What follows belongs to an exercise in optimizing a design on an open flow for small area; a production flow would make more cautious choices.
The RTL was checked by simulation tests, not by an equivalence proof against the original design.
Power is estimated from default activity; no workload was simulated.

[flow/design.v]
package walk_snd_pkg;
    localparam int sample_w = 16;         
    localparam int q15_one  = 32768;      
    localparam logic signed [sample_w-1:0] five_volt_level = 16'sd6826;  
    localparam logic signed [sample_w-1:0] vco_gate_level  = 16'sd1000;
    localparam logic [7:0] default_tick_div = 8'd21;    
    localparam logic [7:0] min_tick_div     = 8'd2;
    localparam int         integ_shift      = 3;        
    localparam int sq_half_period = 2270;
    localparam int lp_ctrl_k = 171;       
    localparam int hp_env_k  = 165;       
    localparam int hp_band_k = 26;        
    localparam int lp_band_k = 2403;      
    localparam int vco_charge_k    = 280;
    localparam int vco_discharge_k = 766;
    localparam int q15_third       = 10923;
    localparam int q15_two_thirds  = 21845;
    localparam int mix_en_k = 17873;      
    localparam int mix_sq_k = 14895;      
    typedef enum logic [1:0] {
        addr_ctrl     = 2'd0,
        addr_volume   = 2'd1,
        addr_tick_div = 2'd2,
        addr_reserved = 2'd3
    } reg_addr_e;
    typedef enum logic {
        level_low  = 1'b0,
        level_high = 1'b1
    } osc_state_e;
endpackage
`timescale 1ns/1ps
module sample_tick_gen (
    input  logic       clk,
    input  logic       rst_n,
    input  logic [7:0] tick_div,
    output logic       audio_en,
    output logic       integ_en
);
    localparam int cnt_w = walk_snd_pkg::integ_shift;
    logic [7:0]       cnt;         
    logic [cnt_w-1:0] sample_cnt;
    logic             expire;
    assign expire = (cnt <= 8'd1);
    always_ff @(posedge clk) begin
        if (!rst_n) begin
            cnt        <= walk_snd_pkg::default_tick_div;
            sample_cnt <= '0;
            audio_en   <= 1'b0;
            integ_en   <= 1'b0;
        end else begin
            audio_en <= expire;
            integ_en <= expire && (sample_cnt == '0);  
            if (expire) begin
                cnt        <= tick_div;
                sample_cnt <= sample_cnt + cnt_w'(1);
            end else begin
                cnt <= cnt - 8'd1;
            end
        end
    end
endmodule
`timescale 1ns/1ps
module square_osc #(
    parameter int                                           half_period = walk_snd_pkg::sq_half_period,
    parameter logic signed [walk_snd_pkg::sample_w-1:0] high_level  = walk_snd_pkg::five_volt_level,
    parameter logic signed [walk_snd_pkg::sample_w-1:0] low_level   = '0
) (
    input  logic                                      clk,
    input  logic                                      rst_n,
    input  logic                                      audio_en,
    output logic signed [walk_snd_pkg::sample_w-1:0] out
);
    localparam int cnt_w = $clog2(half_period + 1);
    walk_snd_pkg::osc_state_e state;
    walk_snd_pkg::osc_state_e state_next;
    logic [cnt_w-1:0]         cnt;        
    logic                     flip;
    assign flip = (cnt == cnt_w'(half_period - 1));
    always_comb begin
        state_next = state;
        if (flip) begin
            state_next = (state == walk_snd_pkg::level_high) ? walk_snd_pkg::level_low
                                                              : walk_snd_pkg::level_high;
        end
    end
    always_ff @(posedge clk) begin
        if (!rst_n) begin
            state <= walk_snd_pkg::level_low;
            cnt   <= '0;
            out   <= low_level;
        end else if (audio_en) begin
            state <= state_next;
            cnt   <= flip ? '0 : cnt + cnt_w'(1);
            out   <= (state_next == walk_snd_pkg::level_high) ? high_level : low_level;
        end
    end
endmodule
`timescale 1ns/1ps
module rc_filter #(
    parameter int coef      = walk_snd_pkg::lp_ctrl_k,  
    parameter bit high_pass = 1'b0
) (
    input  logic                                      clk,
    input  logic                                      rst_n,
    input  logic                                      en,
    input  logic signed [walk_snd_pkg::sample_w-1:0] in,
    output logic signed [walk_snd_pkg::sample_w-1:0] out
);
    localparam int w = walk_snd_pkg::sample_w;
    logic signed [w-1:0]  state;        
    logic signed [w-1:0]  state_next;
    logic signed [w:0]    diff;
    logic signed [w+16:0] prod;
    logic signed [w:0]    step;
    logic signed [w:0]    hp_raw;
    logic signed [w-1:0]  hp_sat;
    logic signed [w-1:0]  y_next;
    always_comb begin
        diff = (w + 1)'(in) - (w + 1)'(state);
        prod = (w + 17)'(diff) * (w + 17)'(coef);
        step = (w + 1)'(prod / (w + 17)'(walk_snd_pkg::q15_one));  
        if (step == '0 && diff != '0) begin
            step = (diff > 0) ? (w + 1)'(1) : -((w + 1)'(1));
        end
        state_next = w'((w + 1)'(state) + step);
        hp_raw = (w + 1)'(in) - (w + 1)'(state);
        if (hp_raw > (w + 1)'(32767)) begin
            hp_sat = 16'sh7fff;
        end else if (hp_raw < -((w + 1)'(32768))) begin
            hp_sat = 16'sh8000;
        end else begin
            hp_sat = w'(hp_raw);
        end
        y_next = high_pass ? hp_sat : state_next;
    end
    always_ff @(posedge clk) begin
        if (!rst_n) begin
            state <= '0;
            out   <= '0;
        end else if (en) begin
            state <= state_next;
            out   <= y_next;
        end
    end
endmodule
`timescale 1ns/1ps
module vco_555 #(
    parameter int charge_k    = walk_snd_pkg::vco_charge_k,
    parameter int discharge_k = walk_snd_pkg::vco_discharge_k,
    parameter logic signed [walk_snd_pkg::sample_w-1:0] high_level = walk_snd_pkg::five_volt_level
) (
    input  logic                                      clk,
    input  logic                                      rst_n,
    input  logic                                      audio_en,
    input  logic signed [walk_snd_pkg::sample_w-1:0] v_control,
    output logic signed [walk_snd_pkg::sample_w-1:0] out
);
    localparam int w = walk_snd_pkg::sample_w;
    walk_snd_pkg::osc_state_e state;       
    walk_snd_pkg::osc_state_e state_next;
    logic signed [w-1:0]      v_cap;
    logic signed [w-1:0]      v_cap_next;
    logic signed [w-1:0]      v_upper;
    logic signed [w-1:0]      v_lower;
    logic signed [w+16:0]     upper_prod;
    logic signed [w+16:0]     lower_prod;
    logic signed [w:0]        diff;
    logic signed [w+16:0]     prod;
    logic signed [w:0]        step;
    always_comb begin
        upper_prod = (w + 17)'(v_control) * (w + 17)'(walk_snd_pkg::q15_two_thirds);
        lower_prod = (w + 17)'(v_control) * (w + 17)'(walk_snd_pkg::q15_third);
        v_upper    = w'(upper_prod >>> 15);
        v_lower    = w'(lower_prod >>> 15);
        if (state == walk_snd_pkg::level_high) begin
            diff = (w + 1)'(high_level) - (w + 1)'(v_cap);  
            prod = (w + 17)'(diff) * (w + 17)'(charge_k);
        end else begin
            diff = -((w + 1)'(v_cap));                         
            prod = (w + 17)'(diff) * (w + 17)'(discharge_k);
        end
        step = (w + 1)'(prod / (w + 17)'(walk_snd_pkg::q15_one));
        if (step == '0 && diff != '0) begin
            step = (diff > 0) ? (w + 1)'(1) : -((w + 1)'(1));
        end
        v_cap_next = w'((w + 1)'(v_cap) + step);
        state_next = state;
        if (state == walk_snd_pkg::level_high && v_cap_next >= v_upper) begin
            state_next = walk_snd_pkg::level_low;
        end else if (state == walk_snd_pkg::level_low && v_cap_next <= v_lower) begin
            state_next = walk_snd_pkg::level_high;
        end
    end
    always_ff @(posedge clk) begin
        if (!rst_n) begin
            state <= walk_snd_pkg::level_high;
            v_cap <= '0;
            out   <= '0;
        end else if (audio_en) begin
            state <= state_next;
            v_cap <= v_cap_next;
            out   <= (state_next == walk_snd_pkg::level_high) ? high_level : '0;
        end
    end
endmodule
`timescale 1ns/1ps
module walk_cfg_regs (
    input  logic        clk,
    input  logic        rst_n,
    input  logic        reg_wr,
    input  logic [1:0]  reg_addr,
    input  logic [15:0] reg_wdata,
    output logic [15:0] reg_rdata,
    output logic        walk_en,
    output logic [3:0]  vol_shift,
    output logic [7:0]  tick_div
);
    walk_snd_pkg::reg_addr_e addr;
    assign addr = walk_snd_pkg::reg_addr_e'(reg_addr);
    always_ff @(posedge clk) begin
        if (!rst_n) begin
            walk_en   <= 1'b0;
            vol_shift <= 4'd0;
            tick_div  <= walk_snd_pkg::default_tick_div;
        end else if (reg_wr) begin
            case (addr)
                walk_snd_pkg::addr_ctrl:   walk_en   <= reg_wdata[0];
                walk_snd_pkg::addr_volume: vol_shift <= reg_wdata[3:0];
                walk_snd_pkg::addr_tick_div: begin
                    if (reg_wdata[7:0] < walk_snd_pkg::min_tick_div) begin
                        tick_div <= walk_snd_pkg::min_tick_div;
                    end else begin
                        tick_div <= reg_wdata[7:0];
                    end
                end
                default: ;  
            endcase
        end
    end
    always_comb begin
        case (addr)
            walk_snd_pkg::addr_ctrl:     reg_rdata = {15'd0, walk_en};
            walk_snd_pkg::addr_volume:   reg_rdata = {12'd0, vol_shift};
            walk_snd_pkg::addr_tick_div: reg_rdata = {8'd0, tick_div};
            default:                     reg_rdata = 16'd0;
        endcase
    end
endmodule
`timescale 1ns/1ps
module dk_walk (
    input  logic                                      clk,
    input  logic                                      rst_n,
    input  logic                                      audio_en,
    input  logic                                      integ_en,
    input  logic                                      walk_en,
    output logic signed [walk_snd_pkg::sample_w-1:0] out
);
    localparam int w = walk_snd_pkg::sample_w;
    logic signed [w-1:0]  en_level;      
    logic signed [w-1:0]  sq_out;
    logic signed [w+16:0] mix_prod;
    logic signed [w-1:0]  v_mix;
    logic signed [w-1:0]  v_ctrl;
    logic signed [w-1:0]  vco_out;
    logic                 gate_open;
    logic signed [w-1:0]  env_hp;
    logic signed [w-1:0]  enveloped;
    logic signed [w-1:0]  band_hp;
    logic signed [w-1:0]  band_lp;
    assign en_level = walk_en ? walk_snd_pkg::five_volt_level : '0;
    square_osc u_square (.clk(clk), .rst_n(rst_n), .audio_en(audio_en), .out(sq_out));
    assign mix_prod = (w + 17)'(en_level) * (w + 17)'(walk_snd_pkg::mix_en_k)
                    + (w + 17)'(sq_out) * (w + 17)'(walk_snd_pkg::mix_sq_k);
    assign v_mix    = w'(mix_prod >>> 15);
    rc_filter #(.coef(walk_snd_pkg::lp_ctrl_k), .high_pass(1'b0)) u_lp_ctrl (
        .clk(clk), .rst_n(rst_n), .en(audio_en), .in(v_mix), .out(v_ctrl)
    );
    vco_555 u_vco (
        .clk(clk), .rst_n(rst_n), .audio_en(audio_en), .v_control(v_ctrl), .out(vco_out)
    );
    assign gate_open = (vco_out > walk_snd_pkg::vco_gate_level);
    rc_filter #(.coef(walk_snd_pkg::hp_env_k), .high_pass(1'b1)) u_hp_env (
        .clk(clk), .rst_n(rst_n), .en(integ_en && gate_open), .in(en_level), .out(env_hp)
    );
    assign enveloped = gate_open ? env_hp : '0;
    rc_filter #(.coef(walk_snd_pkg::hp_band_k), .high_pass(1'b1)) u_hp_band (
        .clk(clk), .rst_n(rst_n), .en(audio_en), .in(enveloped), .out(band_hp)
    );
    rc_filter #(.coef(walk_snd_pkg::lp_band_k), .high_pass(1'b0)) u_lp_band (
        .clk(clk), .rst_n(rst_n), .en(audio_en), .in(band_hp), .out(band_lp)
    );
    always_ff @(posedge clk) begin
        if (!rst_n) begin
            out <= '0;
        end else if (audio_en) begin
            out <= band_lp;  
        end
    end
endmodule
`timescale 1ns/1ps
module walk_sound_top (
    input  logic                                      clk,
    input  logic                                      rst_n,
    input  logic                                      reg_wr,
    input  logic [1:0]                                reg_addr,
    input  logic [15:0]                               reg_wdata,
    output logic [15:0]                               reg_rdata,
    output logic                                      sample_valid,
    output logic signed [walk_snd_pkg::sample_w-1:0] sample_out
);
    logic                                      walk_en;
    logic [3:0]                                vol_shift;
    logic [7:0]                                tick_div;
    logic                                      audio_en;
    logic                                      integ_en;
    logic signed [walk_snd_pkg::sample_w-1:0] walk_out;
    logic signed [walk_snd_pkg::sample_w-1:0] scaled;
    walk_cfg_regs u_regs (
        .clk(clk), .rst_n(rst_n), .reg_wr(reg_wr), .reg_addr(reg_addr),
        .reg_wdata(reg_wdata), .reg_rdata(reg_rdata), .walk_en(walk_en),
        .vol_shift(vol_shift), .tick_div(tick_div)
    );
    sample_tick_gen u_tick (
        .clk(clk), .rst_n(rst_n), .tick_div(tick_div), .audio_en(audio_en), .integ_en(integ_en)
    );
    dk_walk u_walk (
        .clk(clk), .rst_n(rst_n), .audio_en(audio_en), .integ_en(integ_en),
        .walk_en(walk_en), .out(walk_out)
    );
    assign scaled = (vol_shift == 4'hf) ? '0 : (walk_out >>> vol_shift);
    always_ff @(posedge clk) begin
        if (!rst_n) begin
            sample_valid <= 1'b0;
            sample_out   <= '0;
        end else begin
            sample_valid <= audio_en;
            if (audio_en) begin
                sample_out <= scaled;  
            end
        end
    end
endmodule
[flow/constraint.sdc]
create_clock -name core_clock -period 14.0 [get_ports {clk}]
set_input_delay 2.8000 -clock core_clock [delete_from_list [all_inputs] [get_ports {clk}]]
set_output_delay 2.8000 -clock core_clock [all_outputs]
set_load 0.01 [all_outputs]
[flow/run.sh]
#!/bin/bash
# synth_recipe.tcl (not shown) runs the flow's synth.tcl, then flattens the netlist and writes it again
# the make line also repeats each setting of config.mk as NAME=value (left out here)
make -C /OpenROAD-flow-scripts/flow DESIGN_CONFIG=/design/flow/config.mk WORK_HOME=/design/flow/orfs CLKGATE_MAP_FILE= SYNTH_SCRIPT=/design/flow/synth_recipe.tcl finish
[flow/config.mk]
export PLATFORM = sky130hd
export DESIGN_NAME = walk_sound_top
export DESIGN_NICKNAME = walk_sound_top
export VERILOG_FILES = /design/flow/design.v
export SDC_FILE = /design/flow/constraint.sdc
export NUM_CORES = 4
export LEC_CHECK = 0
export CAP_MARGIN = 20
export CORE_MARGIN = 2
export CORE_UTILIZATION = 40
export SLEW_MARGIN = 20
==> results.txt <==
per-stage QoR:
step / hold slack (ns) / utilization / cell area, um2
after global placement: 0.446 / 0.425 / 44800
after global routing: 0.503 / 0.432 / 45600
final: 0.476 / 0.432 / 45600
after floorplan: 0.438 / - / 42700
after detailed placement: 0.466 / 0.425 / 44800
after CTS: 0.478 / 0.431 / 45500
final timing paths:
kind                                                  end  slack [ns]  cells past startpoint
worst max-delay path                   u_walk.u_vco.state        0.93                     59
worst min-delay path            u_walk.u_hp_env.state[11]        0.48                      2
worst min register to register  u_walk.u_hp_env.state[11]        0.48                      2
worst max register to register         u_walk.u_vco.state        0.93                     59
state kept, by name (all words and copies together) (netlist names), 12 cells and up:
register                count
sample_out                 16
u_walk.out                 16
u_walk.u_hp_band.out       16
u_walk.u_hp_band.state     16
u_walk.u_hp_env.out        16
u_walk.u_hp_env.state      16
u_walk.u_lp_band.out       16
u_walk.u_lp_ctrl.out       16
u_walk.u_vco.v_cap         16
u_walk.u_square.cnt        12
metal layers:
| metal | track usage | wire length, um |
|---|---|---|
| met1 | 0.271 | 50800 |
| met2 | 0.308 | 45700 |
| met3 | 0.0228 | 3350 |
| met4 | 0.0357 | 1600 |
| met5 | 0 | 0 |
layout make-up:
class / count / share of cell area
Multi-Input combinational cell: 3944 / 0.773
Sequential cell: 186 / 0.0818
Inverter: 890 / 0.0734
Clock inverter: 15 / 0.00437
Tap cell: 1391 / 0.0382
Timing Repair Buffer: 110 / 0.0200
Clock buffer: 17 / 0.00934
power by group through the flow:
| stage | sequential [mW] | combinational, mW | clock (mW) |
|---|---|---|---|
| after floorplan | 0.553 | 2.92 | 0 |
| after global placement | 0.557 | 3.69 | 0 |
| after detailed placement | 0.557 | 3.74 | 0 |
| after CTS | 0.545 | 3.78 | 0.546 |
| after global routing | 0.546 | 4.31 | 0.565 |
| final | 0.545 | 3.77 | 0.528 |
worst max-delay path: cells and delay by family, from the launching register on:
family          cells  cell delay, ns
xor+xnor            4            0.76
simple gates       14            3.04
compound gates     21            3.65
buf+inv             8            0.69
fa+ha+maj          11            4.27
flops               1            0.31
mux                 1            0.25
layout by cell type (no fill, tap or decap), types with 44 or more instances in the layout:
cell type | Yosys | layout
o21a_1 | 59 | 59
buf_4 | 8 | 73
inv_1 | 886 | 884
o21ai_0 | 189 | 185
o21bai_1 | 44 | 44
nor2_1 | 391 | 391
xor2_1 | 117 | 115
mux2i_1 | 94 | 94
a21oi_1 | 319 | 319
nand2_1 | 298 | 297
nand4_1 | 46 | 46
ha_1 | 784 | 784
nand2b_1 | 51 | 51
a211oi_1 | 63 | 63
nand3_1 | 101 | 101
xnor2_1 | 201 | 198
fa_1 | 414 | 414
dfxtp_1 | 186 | 184
and2_1 | 50 | 50
nor2b_1 | 44 | 44
nor3_1 | 84 | 83
a21o_1 | 76 | 76
kinds of logic (layout without fill, tap and decap cells):
kind of cell,after synthesis,after routing,share of synthesized area
adders and majority gates,1198,1198,0.424
and+or+nand+nor,1264,1264,0.144
xor gates and xnor gates,319,319,0.0658
DFF,186,186,0.0873
other,1,8,0.0000879
AOI/OAI and AO/OA,1048,1048,0.162
buffers and inverters,1014,1032,0.0904
muxes,107,107,0.0255
repair_timing:
| item | in CTS | in global routing |
|---|---|---|
| hold endpoints to repair | 0 | 0 |
| gates resized for setup | 0 | 23 |
| setup buffers | 0 | 0 |
| endpoints found under the setup margin | 0 | 10 |
==> flow_summary.json <==
{
  "grt_pass1_wl_mm": 170,
  "pre_cts_ws_ns": 0.372,
  "hpwl_mm": 85.3,
  "fin_crit_ns": 13.07,
  "holdBufCountCts": 0,
  "finalWirelength_mm": 101,
  "end_kind": "register",
  "cp-startpoint": "u_walk.u_vco.v_cap[1]",
  "cts_buffer_depth": 2,
  "multi_input_area_mm2": 0.0352,
  "hold_violations": 0,
  "layout-area-overhead-vs-synth_pct": 6.82,
  "internal-power_mw": 2.31,
  "final_antenna_net_count": 0,
  "worst_setup_path_start_kind": "register",
  "synth_common_cells": "inv_1 (886), ha_1 (784), fa_1 (414), nor2_1 (391), a21oi_1 (319)",
  "numCtsBuffers": 17,
  "drt_iter0_markers": 1723,
  "fillerInstances": 10600,
  "clkPwrFrac": 0.109,
  "ys_seq_area_frac": 0.0873,
  "p_seq_frac": 0.113,
  "dieWidth_um": 331,
  "num_rows": 119,
  "yosysUniqueCellTypes": 106,
  "grt_setup_unrepaired": "no",
  "synth-seq-cells": 186,
  "finalWeightedCongestion": 0.891,
  "hp-class": "register to register",
  "design.core.area_mm2": 0.106,
  "nets": 6368,
  "setup_ws_ns": 0.929,
  "worstSetupPathType": "register to register",
  "postSynth.asyncResetShare": 0,
  "drc_errors": 0,
  "num_antenna_cells": 0,
  "combPwrFrac": 0.779,
  "power.switching_mw": 2.53,
  "grt_overflow": 0,
  "regArea_mm2": 0.00373,
  "final_cells": 6553,
  "power_density_mw_per_mm2": 106,
  "fin_skew_ns": 0.0158,
  "cts_root_buffer": "clkbuf_16",
  "yosys.area.top_type": "ha_1",
  "grt_max_degree": 56,
  "worst_pin_slew_ns": 1.07,
  "start_util": 0.404,
  "cap_violations": 0,
  "status": "complete, no violations",
  "syn-cell-area_mm2": 0.0427,
  "drive_gt1_frac": 0.0422,
  "crit_fanout": 7,
  "crit_arrival_ns": 13.50,
  "fp.dieH_um": 331,
  "setup_tns_ns": 0,
  "path_clk_slew_ns": 0.08,
  "viasPerCell": 5.23,
  "synth_most_common_cell": "inv_1",
  "syn_avg_cell_area_um2": 8.30,
  "worstHoldStart": "u_walk.u_hp_env.state[11]",
  "via_count": 34300,
  "antenna_found_initial": 0,
  "finalMaxSlewViolations": 0,
  "die_area_mm2": 0.109,
  "grt_use_total": 0.189,
  "synth_area_leaders": "ha_1 (23%), fa_1 (19%), dfxtp_1 (8.7%)",
  "netlist.area_leader.share": 0.230,
  "ys_warn_count": 10,
  "fmax_ghz": 0.0765,
  "grt_pass1_vias": 33800,
  "clkLatencyLatePin_ns": 0.51,
  "crit-reg2reg-launch": "u_walk.u_vco.v_cap[1]",
  "htree_levels": 4,
  "p_sw_frac": 0.523,
  "relSlewSlack": 0.280,
  "setup-violations-final": 0,
  "synth_ff_type": "dfxtp_1",
  "max-vdd-ir-drop_v": 0.000139,
  "power_mw": 4.84,
  "dp_cells": 6521,
  "finalCritPeriodShare": 0.934,
  "synth-edff-count": 0,
  "cts.sink_count": 186,
  "wl_per_cell_um": 15.5,
  "slowest_delay_ns": 0.55,
  "syn_inst": 5137,
  "leakagePower_nw": 23.8,
  "crit_required_ns": 14.43,
  "critPathSlowestCell": "fa_1",
  "port_buffers": 37,
  "boundaryPins": 54,
  "drtPass1Iterations": 7,
  "cts_tree": "yes",
  "cp_common_cell": "inv_1"
}

-- afterwards: timing with drivers on the ports --
In the flow no input, the clock included, has a driving cell. The finished layout below was timed again as built, in two steps.
Step 1 (the two cells are an assumption about what drives the block):
set clk [get_ports {clk}]
set_driving_cell -lib_cell sky130_fd_sc_hd__clkbuf_16 $clk
set_driving_cell -lib_cell sky130_fd_sc_hd__buf_2 [delete_from_list [all_inputs] $clk]
Step 2 times the ports against the registers' clock, not the clock port: input delays grow and output delays shrink by t, the midpoint of the rising clock arrivals with the driver on.
a / b / c = ideal ports / drivers / drivers and shift; a / b = the first two.
t (ns): 0.558
slack for setup (ns): 0.929 / 0.929 / 0.929
worst setup path at the end: register to register
pins driven straight from the clock port: 1
After both steps this run still meets setup and hold. The setup slack of this run moves by 0.000 ns with the drivers and by 0.000 ns with both steps.
